From an optimization exercise on the open Yosys and OpenROAD flow, aimed at small area; shortcuts taken in it are not production practice.
Only simulation tests tie the RTL to the original design; equivalence was not proved.
Power figures rest on the tool's default switching activity, not on a simulated workload.

File: flow/config.mk
export PLATFORM = sky130hd
export DESIGN_NAME = tlb_top
export DESIGN_NICKNAME = tlb_top
export VERILOG_FILES = /design/flow/design.v
export SDC_FILE = /design/flow/constraint.sdc
export NUM_CORES = 4
export LEC_CHECK = 0
export ABC_AREA = 1
export CAP_MARGIN = 20
export CORE_MARGIN = 2
export CORE_UTILIZATION = 30
export SLEW_MARGIN = 20
File: flow/constraint.sdc
create_clock -name core_clock -period 10.0 [get_ports {clk}]
set_input_delay 2.0000 -clock core_clock [delete_from_list [all_inputs] [get_ports {clk}]]
set_output_delay 2.0000 -clock core_clock [all_outputs]
set_load 0.01 [all_outputs]
File: flow/design.v
`default_nettype none
package tlb_addr_pkg;
    typedef logic [20+12-1:0] linear_addr_t;
    typedef logic [20+12-1:0] phys_addr_t;
    typedef logic [20-1:0] page_num_t;
    typedef logic [12-1:0] page_offset_t;
endpackage
`default_nettype wire
`default_nettype none
package tlb_entry_pkg;
    typedef logic [43:0] tlb_entry_t;
    typedef logic [5-1:0] entry_idx_t;
    typedef logic [32-1:0] entry_mask_t;
    typedef logic [32-2:0] plru_tree_t;
endpackage
`default_nettype wire
`timescale 1ns/1ps
`default_nettype none
module tlb_entry_array (
    input  wire                         clk,
    input  wire                         rst_n,
    input  wire tlb_entry_pkg::entry_mask_t  write_mask,
    input  wire tlb_addr_pkg::linear_addr_t  write_linear,
    input  wire tlb_addr_pkg::phys_addr_t    write_physical,
    input  wire logic                   write_combined_rw,
    input  wire logic                   write_combined_su,
    input  wire logic                   rw,
    input  wire logic                   flush_single_do,
    input  wire tlb_addr_pkg::linear_addr_t  flush_single_linear,
    input  wire logic                   flush_all_do,
    input  wire tlb_entry_pkg::entry_mask_t  stale_mask,
    output logic [32-1:0][20-1:0] vpage,
    output logic [32-1:0][20-1:0] ppage,
    output tlb_entry_pkg::entry_mask_t  rw_vec,
    output tlb_entry_pkg::entry_mask_t  su_vec,
    output tlb_entry_pkg::entry_mask_t  dirty_vec,
    output tlb_entry_pkg::entry_mask_t  valid_vec
);
    tlb_addr_pkg::page_num_t    flush_page;
    assign flush_page = flush_single_linear[12 +: 20];
    for (genvar i = 0; i < 32; i++) begin : g_entry
        logic flush_hit;
        assign flush_hit = flush_single_do && valid_vec[i] && (vpage[i] == flush_page);
        always_ff @(posedge clk) begin
            if (!rst_n) begin
                valid_vec[i] <= 1'b0;
            end else if (flush_all_do || flush_hit || stale_mask[i]) begin
                valid_vec[i] <= 1'b0;
            end else if (write_mask[i]) begin
                valid_vec[i] <= 1'b1;
            end
        end
        always_ff @(posedge clk) begin
            if (write_mask[i]) begin
                vpage[i]     <= write_linear[12 +: 20];
                ppage[i]     <= write_physical[12 +: 20];
                rw_vec[i]    <= write_combined_rw;
                su_vec[i]    <= write_combined_su;
                dirty_vec[i] <= rw;
            end
        end
    end
endmodule
`default_nettype wire
`timescale 1ns/1ps
`default_nettype none
module tlb_lookup (
    input  wire logic                   translate_do,
    input  wire logic                   rw,
    input  wire tlb_addr_pkg::linear_addr_t  translate_linear,
    input  wire logic [32-1:0][20-1:0] vpage,
    input  wire logic [32-1:0][20-1:0] ppage,
    input  wire tlb_entry_pkg::entry_mask_t  rw_vec,
    input  wire tlb_entry_pkg::entry_mask_t  su_vec,
    input  wire tlb_entry_pkg::entry_mask_t  dirty_vec,
    input  wire tlb_entry_pkg::entry_mask_t  valid_vec,
    output tlb_entry_pkg::entry_mask_t  hit_mask,
    output logic                        hit_any,
    output tlb_entry_pkg::entry_mask_t  stale_mask,
    output logic                        translate_valid,
    output logic                        translate_combined_rw,
    output logic                        translate_combined_su,
    output tlb_addr_pkg::phys_addr_t    translate_physical
);
    tlb_addr_pkg::page_num_t    page;
    tlb_addr_pkg::page_num_t    sel_ppage;
    logic                       sel_rw;
    logic                       sel_su;
    logic                       sel_dirty;
    assign page = translate_linear[12 +: 20];
    always_comb begin
        for (int i = 0; i < 32; i++) begin
            hit_mask[i] = translate_do && valid_vec[i] && (vpage[i] == page);
        end
    end
    always_comb begin
        sel_ppage = '0;
        for (int i = 0; i < 32; i++) begin
            sel_ppage = sel_ppage | (ppage[i] & {20{hit_mask[i]}});
        end
    end
    assign sel_rw    = |(rw_vec & hit_mask);
    assign sel_su    = |(su_vec & hit_mask);
    assign sel_dirty = |(dirty_vec & hit_mask);
    assign hit_any   = |hit_mask;
    assign stale_mask = rw ? (hit_mask & ~dirty_vec) : '0;
    assign translate_valid = hit_any && (!rw || sel_dirty);
    assign translate_physical[12-1:0] = translate_linear[12-1:0];
    assign translate_physical[12 +: 20] =
        translate_valid ? sel_ppage : page;
    assign translate_combined_rw = sel_rw;
    assign translate_combined_su = sel_su;
endmodule
`default_nettype wire
`timescale 1ns/1ps
`default_nettype none
module tlb_replace (
    input  wire                         clk,
    input  wire                         rst_n,
    input  wire logic                   write_do,
    input  wire logic                   flush_all_do,
    input  wire tlb_entry_pkg::entry_mask_t  valid_vec,
    input  wire tlb_entry_pkg::entry_mask_t  hit_mask,
    input  wire logic                   hit_any,
    output tlb_entry_pkg::entry_mask_t  write_mask
);
    tlb_entry_pkg::plru_tree_t   tree;
    tlb_entry_pkg::plru_tree_t   tree_next;
    tlb_entry_pkg::entry_idx_t   free_idx;
    tlb_entry_pkg::entry_idx_t   victim_idx;
    tlb_entry_pkg::entry_idx_t   write_idx;
    tlb_entry_pkg::entry_idx_t   hit_idx;
    tlb_entry_pkg::entry_idx_t   touch_idx;
    logic                        full;
    logic                        touch_write;
    assign full = &valid_vec;
    always_comb begin
        free_idx = '0;
        for (int i = 32-1; i >= 0; i--) begin
            if (!valid_vec[i]) begin
                free_idx = tlb_entry_pkg::entry_idx_t'(i);
            end
        end
    end
    always_comb begin
        int   node;
        logic go_upper;
        node       = 0;
        victim_idx = '0;
        for (int l = 0; l < 5; l++) begin
            go_upper = ~tree[node];
            victim_idx[5-1-l] = go_upper;
            node = 2*node + (go_upper ? 2 : 1);
        end
    end
    assign write_idx  = full ? victim_idx : free_idx;
    assign write_mask = write_do ?
        (tlb_entry_pkg::entry_mask_t'(1) << write_idx) : '0;
    always_comb begin
        hit_idx = '0;
        for (int i = 0; i < 32; i++) begin
            if (hit_mask[i]) begin
                hit_idx = hit_idx | tlb_entry_pkg::entry_idx_t'(i);
            end
        end
    end
    assign touch_write = write_do && (!hit_any || write_idx < hit_idx);
    assign touch_idx   = touch_write ? write_idx : hit_idx;
    always_comb begin
        int   node;
        logic upper;
        tree_next = tree;
        node      = 0;
        for (int l = 0; l < 5; l++) begin
            upper = touch_idx[5-1-l];
            tree_next[node] = upper;
            node = 2*node + (upper ? 2 : 1);
        end
    end
    always_ff @(posedge clk) begin
        if (!rst_n) begin
            tree <= '0;
        end else if (flush_all_do) begin
            tree <= '0;
        end else if (write_do || hit_any) begin
            tree <= tree_next;
        end
    end
endmodule
`default_nettype wire
`timescale 1ns/1ps
`default_nettype none
module tlb_top (
    input  wire                         clk,
    input  wire                         rst_n,
    input  wire logic                   translate_do,
    input  wire tlb_addr_pkg::linear_addr_t  translate_linear,
    input  wire logic                   rw,
    input  wire logic                   write_do,
    input  wire tlb_addr_pkg::linear_addr_t  write_linear,
    input  wire tlb_addr_pkg::phys_addr_t    write_physical,
    input  wire logic                   write_combined_rw,
    input  wire logic                   write_combined_su,
    input  wire logic                   flush_single_do,
    input  wire tlb_addr_pkg::linear_addr_t  flush_single_linear,
    input  wire logic                   flush_all_do,
    output logic                        translate_valid,
    output tlb_addr_pkg::phys_addr_t    translate_physical,
    output logic                        translate_combined_rw,
    output logic                        translate_combined_su
);
    logic [32-1:0][20-1:0] vpage;
    logic [32-1:0][20-1:0] ppage;
    tlb_entry_pkg::entry_mask_t  rw_vec;
    tlb_entry_pkg::entry_mask_t  su_vec;
    tlb_entry_pkg::entry_mask_t  dirty_vec;
    tlb_entry_pkg::entry_mask_t  valid_vec;
    tlb_entry_pkg::entry_mask_t  hit_mask;
    logic                        hit_any;
    tlb_entry_pkg::entry_mask_t  stale_mask;
    tlb_entry_pkg::entry_mask_t  write_mask;
    tlb_entry_array u_entry_array (
        .clk                 (clk),
        .rst_n               (rst_n),
        .write_mask          (write_mask),
        .write_linear        (write_linear),
        .write_physical      (write_physical),
        .write_combined_rw   (write_combined_rw),
        .write_combined_su   (write_combined_su),
        .rw                  (rw),
        .flush_single_do     (flush_single_do),
        .flush_single_linear (flush_single_linear),
        .flush_all_do        (flush_all_do),
        .stale_mask          (stale_mask),
        .vpage               (vpage),
        .ppage               (ppage),
        .rw_vec              (rw_vec),
        .su_vec              (su_vec),
        .dirty_vec           (dirty_vec),
        .valid_vec           (valid_vec)
    );
    tlb_lookup u_lookup (
        .translate_do          (translate_do),
        .rw                    (rw),
        .translate_linear      (translate_linear),
        .vpage                 (vpage),
        .ppage                 (ppage),
        .rw_vec                (rw_vec),
        .su_vec                (su_vec),
        .dirty_vec             (dirty_vec),
        .valid_vec             (valid_vec),
        .hit_mask              (hit_mask),
        .hit_any               (hit_any),
        .stale_mask            (stale_mask),
        .translate_valid       (translate_valid),
        .translate_combined_rw (translate_combined_rw),
        .translate_combined_su (translate_combined_su),
        .translate_physical    (translate_physical)
    );
    tlb_replace u_replace (
        .clk          (clk),
        .rst_n        (rst_n),
        .write_do     (write_do),
        .flush_all_do (flush_all_do),
        .valid_vec    (valid_vec),
        .hit_mask     (hit_mask),
        .hit_any      (hit_any),
        .write_mask   (write_mask)
    );
endmodule
`default_nettype wire
File: flow/run.sh
#!/bin/bash
# synth_recipe.tcl (not shown) runs the flow's synth.tcl, then flattens the netlist and writes it again
# the make line also repeats each setting of config.mk as NAME=value (left out here)
make -C /OpenROAD-flow-scripts/flow DESIGN_CONFIG=/design/flow/config.mk WORK_HOME=/design/flow/orfs CLKGATE_MAP_FILE= SYNTH_SCRIPT=/design/flow/synth_recipe.tcl finish
==> run notes <==
* Worst Path Required at 8.00 ns
* Finished Cell Area at 78,250 um2
* Most common cell on crit path: buf_4
* Vias in the first global route at 52,200
* Max Freq at 106.4 MHz
* RR Endpoint: u_replace.tree[15]$_SDFFE_PP0P_
* Hold path endpoint: u_entry_array.valid_vec[31]$_SDFFE_PP0P_
* Post-synth cell types at 63
* Iteration-0 DRC Markers at 12,690
* Post-synthesis area per instance at 11.56 um2
* Most frequent cells in the layout: edfxtp_1 (1,376), nand2_1 (715), inv_1 (485)
* Main synth FF type: edfxtp_1
* Number of setup buffers added after CTS at 0
* Clock buffer count from CTS at 149
* Clock slew at reported path FFs at 0.06 ns
* Switch Pwr at 0.003402 W
* Area grow syn2layout at 15.68%
* Slew HR at 0.2080
* Layout Cells excl Fill at 9,154
* Sum Neg Setup Slack at 0 ns
* CP max stage delay at 0.61 ns
* R2R cell count at 55
* Chip height at 478.9 um
* Register area share after synthesis at 0.6294
* Routed len/inst at 34.74 um
* First drt pass iteration count at 7
* CP top delay family: buffers and inverters
* Critical Path AT at 7.40 ns
* Hold path depth at 2
* Most common cell after layout, fill and taps aside: edfxtp_1
* DP Wirelength at 181,400 um
* DP Cell Count at 8,872
* Worst setup margin at 0.6002 ns
* Worst Setup End Kind: output port
* Worst-Margin Slew at 1.187 ns
* Skew-Pair Late Insertion Delay at 0.85 ns
* WL final at 318,000 um
* R2r startpoint: u_replace.tree[0]$_SDFFE_PP0P_
* Layout Nets at 6,194
* Fin crit period at 9.400 ns
* Startpoint class of the critical path: input port
* Setup Slack @ Placement at 0.6818 ns
* Final worst-path cycle share at 0.9400
* Via count at 57,270
* DRC at 0
* Leakage at 26.41 nW
* Share of layout cells above drive strength 1 at 0.1043
* Buf/Inv on CP at 10
* Ys async rst share at 0
* Total core area at 224,500 um2
* Synthesis warning total at 3
* CP max-delay cell: buf_4
* CP Class: in2out
* Resize count post-CTS at 0
* Final count of hold timing violations at 0
* Sequential power share at 0.497
* Slew Limit Fails at 0
* Logic pwr share at 0.079
* CTS tree: yes
* HP Class: reg2reg
* Area after DPL at 73,280 um2
* Internal at 0.009957 W
* Global-route wire length before repair at 427,000 um
* Outcome: finished clean
* Cts hold-fix bufs at 0
* Die width at 478.9 um
* Worst R2R Setup Slack at 1.03 ns
* Rows at 174
* EDFF count, synth at 1,376
* # IOs at 172
* Net Count, Synth at 6,014
* Clock sink total at 1,439
* Flop and latch count out of synthesis at 1,439
* Initial antenna violation count at 32
* Largest net degree at the start of global routing at 45
* Core Util, Final at 0.3486
* Crit-path max FO at 41
* Routed Antenna Nets at 0
* Gr usage total at 0.2661
* Clock power share at 0.424
* Cell Chain, Critical Path: buf_2, clkinv_1, buf_4, o22ai_1, a221oi_1, nand3_1, a211oi_1, nand3_1, inv_1, nor3_1, inv_1, nor4_1, buf_4, nand2_1, nand2_2, buf_4, nand2_1, o41ai_1, buf_4, inv_1, clkdlybuf4s50_1
* Initial Util at 0.3014
* P per Cell Area at 170.7 nW/um2
* Post-Route Skew at 0.06645 ns
* RSZ-0062 raised after global routing: no
* Via/cell ratio at 6.256
* Buffer levels on the longest clock path at 3
* CTS H-Tree Depth at 4
* Sw Share at 0.2547
* Min-delay src: u_entry_array.valid_vec[31]$_SDFFE_PP0P_
* DIE AREA at 229,300 um2
* Syn Std Cell Area at 67,650 um2
* Remaining Overflow, GRT at 0
* Root Buffer: clkbuf_16
* # port buffers at 111
* Final setup vio count at 0
* Mapped Cells at 5,852
* Number of max-cap violations at 0
* Max rail drop VDD at 0.1424 mV
* Gpl congestion at 0.9830
==> flip-flops by register name (all words and copies together) (netlist names) <==
name / count
u_entry_array.ppage: 640
u_entry_array.vpage: 640
u_entry_array.dirty_vec: 32
u_entry_array.rw_vec: 32
u_entry_array.su_vec: 32
u_entry_array.valid_vec: 32
u_replace.tree: 31
==> stage by stage <==
step,hold WS [ns],total power [W]
final,0.5167,0.01336
after floorplan,0.4628,0.007190
after CTS,0.5119,0.01329
after detailed placement,0.4989,0.007741
after global routing,0.5542,0.01358
after global placement,0.4804,0.007738
==> kinds of logic (layout without fill, tap and decap cells) <==
| kind of cell | Yosys count | in the layout | synth area share |
|---|---|---|---|
| AND/OR/NAND/NOR | 1650 | 1650 | 0.1134 |
| flip-flops | 1439 | 1439 | 0.6294 |
| AO/OA/AOI/OAI | 1434 | 1434 | 0.1461 |
| buffers and inverters | 863 | 1157 | 0.04931 |
| XOR/XNOR | 436 | 436 | 0.05656 |
| adder cells (fa/ha/maj) | 25 | 25 | 0.004624 |
| multiplexers | 4 | 4 | 0.0005919 |
| other | 1 | 17 | 0.00005543 |
==> worst max-delay path by stage <==
stage                                            endpoint                      startpoint  depth (start not counted)  slack (ns)
after floorplan           u_replace.tree[13]$_SDFFE_PP0P_            translate_linear[15]                         45        1.47
after global placement    u_replace.tree[15]$_SDFFE_PP0P_                    translate_do                         40        0.55
after detailed placement  u_replace.tree[15]$_SDFFE_PP0P_                    translate_do                         40        0.68
after CTS                          translate_physical[28]                    translate_do                         18        0.98
after global routing      u_replace.tree[15]$_SDFFE_PP0P_  u_replace.tree[0]$_SDFFE_PP0P_                         58        0.25
final                              translate_physical[31]            translate_linear[29]                         21        0.60
==> metal layers <==
layer	GRT usage	vias up	share of wire
met5	0	-	0.00047
met4	0.1307	22	0.060
met3	0.1004	1231	0.17
met2	0.3740	5596	0.40
met1	0.3571	27980	0.37
li1	-	22440	-
==> Yosys cell counts, types with 12 or more instances <==
master | n | area, um2
or4_1 | 15 | 112.6
nand3_1 | 215 | 1076
edfxtp_1 | 1376 | 41320
a21oi_1 | 107 | 535.5
a22oi_1 | 343 | 2575
clkinv_1 | 14 | 52.55
buf_2 | 20 | 100.1
o21ai_0 | 228 | 1141
ha_1 | 25 | 312.8
o41ai_1 | 20 | 175.2
dfxtp_1 | 63 | 1261
nand2_1 | 716 | 2688
nand4_1 | 151 | 944.7
xnor2_1 | 150 | 1314
xor2_1 | 285 | 2496
o22ai_1 | 331 | 2071
o2111ai_1 | 91 | 797.0
buf_4 | 13 | 97.59
nor4_1 | 143 | 894.6
nand2_2 | 13 | 81.33
inv_1 | 494 | 1854
nor3_1 | 26 | 130.1
nor2_1 | 291 | 1092
inv_2 | 12 | 45.04
o211ai_1 | 36 | 270.3
or3_1 | 20 | 125.1
clkbuf_1 | 231 | 867.1
a211oi_1 | 63 | 473.0
buf_1 | 76 | 285.3
o21ai_1 | 22 | 110.1
a221oi_1 | 98 | 858.3
a221o_1 | 25 | 250.2
o311ai_0 | 31 | 271.5
==> worst register-to-register path, delay by kind of cell (launching register included) <==
| kind | cells | cell delay, ns |
|---|---|---|
| buffers and inverters | 10 | 1.04 |
| AO/OA/AOI/OAI | 8 | 1.48 |
| adder cells (fa/ha/maj) | 7 | 1.90 |
| flip-flops | 1 | 0.49 |
| AND/OR/NAND/NOR | 29 | 3.50 |
| XOR/XNOR | 1 | 0.44 |
==> power groups by stage <==
| stage | combinational (W) | clock [W] | sequential, W |
|---|---|---|---|
| after CTS | 0.000982 | 0.00567 | 0.00663 |
| final | 0.00105 | 0.00567 | 0.00664 |
| after detailed placement | 0.000979 | 0 | 0.00676 |
| after global placement | 0.000975 | 0 | 0.00676 |
| after global routing | 0.00105 | 0.00590 | 0.00663 |
| after floorplan | 0.000434 | 0 | 0.00676 |
==> cell type report <==
class	count	area (um2)
sequential	1439	42580
inverter	520	1952
multi-input combinational	3550	22000
timing repair buffer	372	3025
fill	21940	146200
clock inverter	71	913.4
tap	2992	3744
antenna	16	40.04
clock buffer	194	3998

[static timing again, ports no longer ideal]
No port has a modelled driver above. Below, the same layout with a new extraction and two added sets of constraints. Step 1 assumes that a clkbuf_16 drives the clock port and a buf_2 every other input. Step 2 times the ports against the registers' clock, not the clock port: input delays grow and output delays shrink by t, the midpoint of the rising clock arrivals with the driver on. Slacks: ideal ports / drivers / drivers and shift; pairs: ideal ports / drivers.
shift t [ns]: 0.891
setup WS [ns]: 0.600 / 0.581 / 0.459
hold WS [ns]: 0.517 / 0.517 / 0.517
worst data-port slew with drivers (ns): 0.17
pins driven straight from the clock port: 1
After both steps this run still meets setup and hold. The setup slack of this run moves by -0.019 ns with the drivers and by -0.141 ns with both steps.
